What follows belongs to an exercise in optimizing a design on an open flow for small area; a production flow would make more cautious choices.
The RTL was checked by simulation tests, not by an equivalence proof against the original design.
Power is estimated from default activity; no workload was simulated.

## lane 1
## wb_subsystem_top
module wb_subsystem_top (
    input  logic                  wb_clk_i,
    input  logic                  rst_n_i,
    input  logic                  wbs_stb_i,
    input  logic                  wbs_we_i,
    input  wb_mux_pkg::wb_addr_t  wbs_adr_i,
    input  wb_mux_pkg::wb_data_t  wbs_dat_i,
    output logic                  wbs_ack_o,
    output wb_mux_pkg::wb_data_t  wbs_dat_o,
    input  wb_mux_pkg::wb_data_t  la_data_i,
    output wb_mux_pkg::wb_data_t  la_data_o,
    output wb_mux_pkg::wb_data_t  la_oen_o,
    input  wb_mux_pkg::gpio_vec_t gpio_in_i,
    output wb_mux_pkg::gpio_vec_t gpio_out_o,
    output wb_mux_pkg::gpio_vec_t gpio_oe_o
);
    logic [7:0]  team_sel;
    logic        in_designs, in_la, in_gpio;
    logic [4:1]  in_team;
    logic        mapped;
    logic        ofs_z, ofs0, ofs4, ofs8;
    assign team_sel   = wbs_adr_i[23:16];
    assign in_designs = (wbs_adr_i[31:24] == 8'h30);
    assign in_la      = (wbs_adr_i[31:16] == 16'h3100);
  ...
Size: about 1000 cells after synthesis, roughly 430 flip-flops, roughly 250 I/O pins.
clock: 6.0 ns
lec_check: 0
cap_margin: 0
core_margin: 2
core_utilization: 65
place_density: 0.85
slew_margin: 0
standard.sh (not shown) runs the stock make flow with config.mk's settings and CLKGATE_MAP_FILE= SYNTH_SCRIPT=/design/flow/synth_recipe.tcl, a recipe that flattens the netlist after the stock synthesis.
==> flow/flow/run.sh <==
#!/bin/bash
# The standard ORFS layout (standard.sh) with these changes:
#  - synthesis maps the logic with the area-oriented ABC script in
#    flow/area.abc (flow/synth.tcl; flip-flops are mapped before ABC runs,
#    so their names and cell types are the standard synthesis's);
#  - ports are buffered with the smallest buffer, buf_1;
#  - clock tree synthesis uses clkbuf_16 buffers in clusters of up to 30
#    sinks and inserts no dummy loads.
# The whole make output goes to layout.log; ORFS keeps each step's log
# under orfs/logs/.
set -euo pipefail
export AREA_ABC_SCRIPT=$PWD/flow/area.abc
bash standard.sh \
  "SYNTH_SCRIPT=$PWD/flow/synth.tcl" \
  "BUFFER_PORTS_ARGS=-buffer_cell sky130_fd_sc_hd__buf_1" \
  "CTS_ARGS=-sink_clustering_enable -repair_clock_nets -dont_use_dummy_load -buf_list sky130_fd_sc_hd__clkbuf_16 -sink_clustering_size 30 -sink_clustering_max_diameter 70" \
  finish > layout.log 2>&1
==> flow/flow/area.abc <==
strash
dc2
dc2
dch -f
amap
topo
==> flow/flow/synth.tcl <==
# synth_recipe.tcl with one change: ABC maps the combinational logic with
# the area-oriented script in area.abc (flip-flops are mapped before ABC
# runs and keep their names and cell types).
proc synth {args} { yosys synth -nofsm -noshare {*}$args }
proc abc {args} {
  set i [lsearch -exact $args -script]
  if { $i >= 0 } { lset args [expr {$i + 1}] $::env(AREA_ABC_SCRIPT) }
  yosys abc {*}$args
}
source $::env(SCRIPTS_DIR)/synth.tcl
# left out here: clear keep_hierarchy, flatten, clean up, hide names made inside functions, write 1_2_yosys.v
### lane 1 -> lane 2
Settings: PLACE_DENSITY removed (was 0.85).
==> flow/flow/run.sh <==
#!/bin/bash
# The standard ORFS layout with three changes:
#  - synthesis maps logic with an area-oriented ABC script (flow/area.abc);
#  - ports are buffered with the smallest buffer;
#  - clock tree synthesis uses small clock buffers and no dummy loads.
set -euo pipefail
export AREA_ABC_SCRIPT=$PWD/flow/area.abc
bash standard.sh \
  "SYNTH_SCRIPT=$PWD/flow/synth.tcl" \
  "BUFFER_PORTS_ARGS=-buffer_cell sky130_fd_sc_hd__buf_1" \
  "CTS_ARGS=-sink_clustering_enable -repair_clock_nets -dont_use_dummy_load -buf_list sky130_fd_sc_hd__clkbuf_8 -sink_clustering_size 20 -sink_clustering_max_diameter 50" \
  finish > layout.log 2>&1
==> comparison <==
Delta (lane 2 minus lane 1): total via count after detailed routing now smaller; overflow left after global routing comparable. The design area on lane 1 is in line with that on lane 2. The lower wire length of the first global-routing pass of lane 2 and lane 1 is in lane 2. Changes observed in lane 2 relative to lane 1: cell leakage power closely matched the old numbers; fraction of area in multi-input gates closely matched the old numbers.
diff inputs: lane 2 => lane 3
Settings: CAP_MARGIN changed from 0 to 20; SLEW_MARGIN changed from 0 to 20; GPL_TIMING_DRIVEN newly set to 0.
## What came out
Global routing met3 resource utilization: lane 2 vs lane 3, no meaningful difference
Between lane 3 and lane 2, cell count is higher for lane 3, lane 2 comes in under that.
Against lane 2, lane 3 reports a combinational power that is higher.
Lane 2 → lane 3: required time of the critical path flat, worst setup slack after layout down 0.11 ns, synthesis-to-layout area growth up 4.5 points.
Number of cells on the critical path: lane 3 vs lane 2 up 2
Compared with lane 2, the router placed more vias in lane 3.
count_q[2][30]$_DFFE_PP_ as the end point of the critical path was reported by lane 3, and count_q[1][30]$_DFFE_PP_ by lane 2.
Relative to lane 3, the following input files were edited for lane 4:
Settings: SLEW_MARGIN now 0, was 20; GPL_TIMING_DRIVEN no longer set, was 0; CAP_MARGIN now 0, was 20.
--- a/flow/flow/run.sh
+++ b/flow/flow/run.sh
@@ -10,3 +10,3 @@
   "BUFFER_PORTS_ARGS=-buffer_cell sky130_fd_sc_hd__buf_1" \
-  "CTS_ARGS=-sink_clustering_enable -repair_clock_nets -dont_use_dummy_load -buf_list sky130_fd_sc_hd__clkbuf_8 -sink_clustering_size 20 -sink_clustering_max_diameter 50" \
+  "CTS_ARGS=-sink_clustering_enable -repair_clock_nets -dont_use_dummy_load -buf_list sky130_fd_sc_hd__clkbuf_16 -sink_clustering_size 35 -sink_clustering_max_diameter 70" \
   finish > layout.log 2>&1
Notes after the runs:
Summary of lane 4 over lane 3: number of nets in the final layout -2.8%, combinational group power lost about 6%, core utilization of the finished layout now smaller.
Run comparison: lane 3 slowest stage cell on the critical path sky130_fd_sc_hd__o31ai_1; lane 4 slowest stage cell on the critical path sky130_fd_sc_hd__and3_1
Setup slack in lane 4 is larger than in lane 3.
Max share of power burned in registers across lane 3 and lane 4: lane 4
For lane 5, these inputs were changed with respect to lane 4:
Settings: CORE_UTILIZATION: 65 -> 70.
==> flow/flow/run.sh <==
#!/bin/bash
# The standard ORFS layout (standard.sh) with these changes:
#  - synthesis maps the logic with the area-oriented ABC script in
#    flow/area.abc (flow/synth.tcl; flip-flops are mapped before ABC runs,
#    so their names and cell types are the standard synthesis's);
#  - ports are buffered with the smallest buffer, buf_1;
#  - clock tree synthesis uses clkbuf_16 buffers in clusters of up to 30
#    sinks and inserts no dummy loads.
# The whole make output goes to layout.log; ORFS keeps each step's log
# under orfs/logs/.
set -euo pipefail
export AREA_ABC_SCRIPT=$PWD/flow/area.abc
bash standard.sh \
  "SYNTH_SCRIPT=$PWD/flow/synth.tcl" \
  "BUFFER_PORTS_ARGS=-buffer_cell sky130_fd_sc_hd__buf_1" \
  "CTS_ARGS=-sink_clustering_enable -repair_clock_nets -dont_use_dummy_load -buf_list sky130_fd_sc_hd__clkbuf_16 -sink_clustering_size 30 -sink_clustering_max_diameter 70" \
  finish > layout.log 2>&1
Notes after the runs:
- Lane 5 closes out successfully: all stages finished, all timing, DRC and antenna checks passed.
- For area fraction of clock buffers and clock inverters, lane 5 and lane 4 come out practically identical.
- Against lane 4, number of non-clock buffers in the layout in lane 5 rose by a few percent.
- Final non-filler cell total (lane 5 vs. lane 4) decreases slightly
- For the final worst-path cycle share, lane 5 came in 0.97 points lower than lane 4 did.
- [compare] base=lane 4 new=lane 5: shortest clock period the worst path allows after layout dropped 0.058 ns; routed wire length climbed 2.2%; sequential group share of total power barely changed; power barely changed; routed length on met3 climbed 510 microns.
- Global-route usage: lane 5 vs lane 4 up 3.3 points
- The lower final design utilization came out of lane 4.

-- afterwards: timing with drivers on the ports --
In the flow no input, the clock included, has a driving cell. The finished layouts below were timed again as built, in two steps. Step 1 (the two cells are an assumption about what drives the block):
set clk [get_ports {wb_clk_i}]
set_driving_cell -lib_cell sky130_fd_sc_hd__clkbuf_16 $clk
set_driving_cell -lib_cell sky130_fd_sc_hd__buf_2 [delete_from_list [all_inputs] $clk]
Step 2 times the ports against the registers' clock, not the clock port: input delays grow and output delays shrink by t, the midpoint of the rising clock arrivals with the driver on. Three values: ideal, step 1, step 2; two values: the first two.
| run | t (ns) | slack for setup (ns) | slew at the worst register clock pin (ns) | pins driven straight from the clock port |
|---|---|---|---|---|
| lane 1 | 0.555 | 0.460 / 0.485 / -0.071 | 0.11 / 0.11 | 1 |
| lane 2 | 0.578 | 0.329 / 0.352 / -0.226 | 0.12 / 0.12 | 1 |
| lane 3 | 0.591 | 0.216 / 0.243 / -0.348 | 0.11 / 0.11 | 1 |
| lane 4 | 0.565 | 0.430 / 0.458 / -0.106 | 0.12 / 0.12 | 1 |
| lane 5 | 0.564 | 0.489 / 0.518 / -0.045 | 0.11 / 0.11 | 1 |
Met with ideal ports but missed after step 2: setup timing in every run listed. The setup slack of lane 3, which loses most, moves by +0.027 ns with the drivers and by -0.564 ns with both steps.
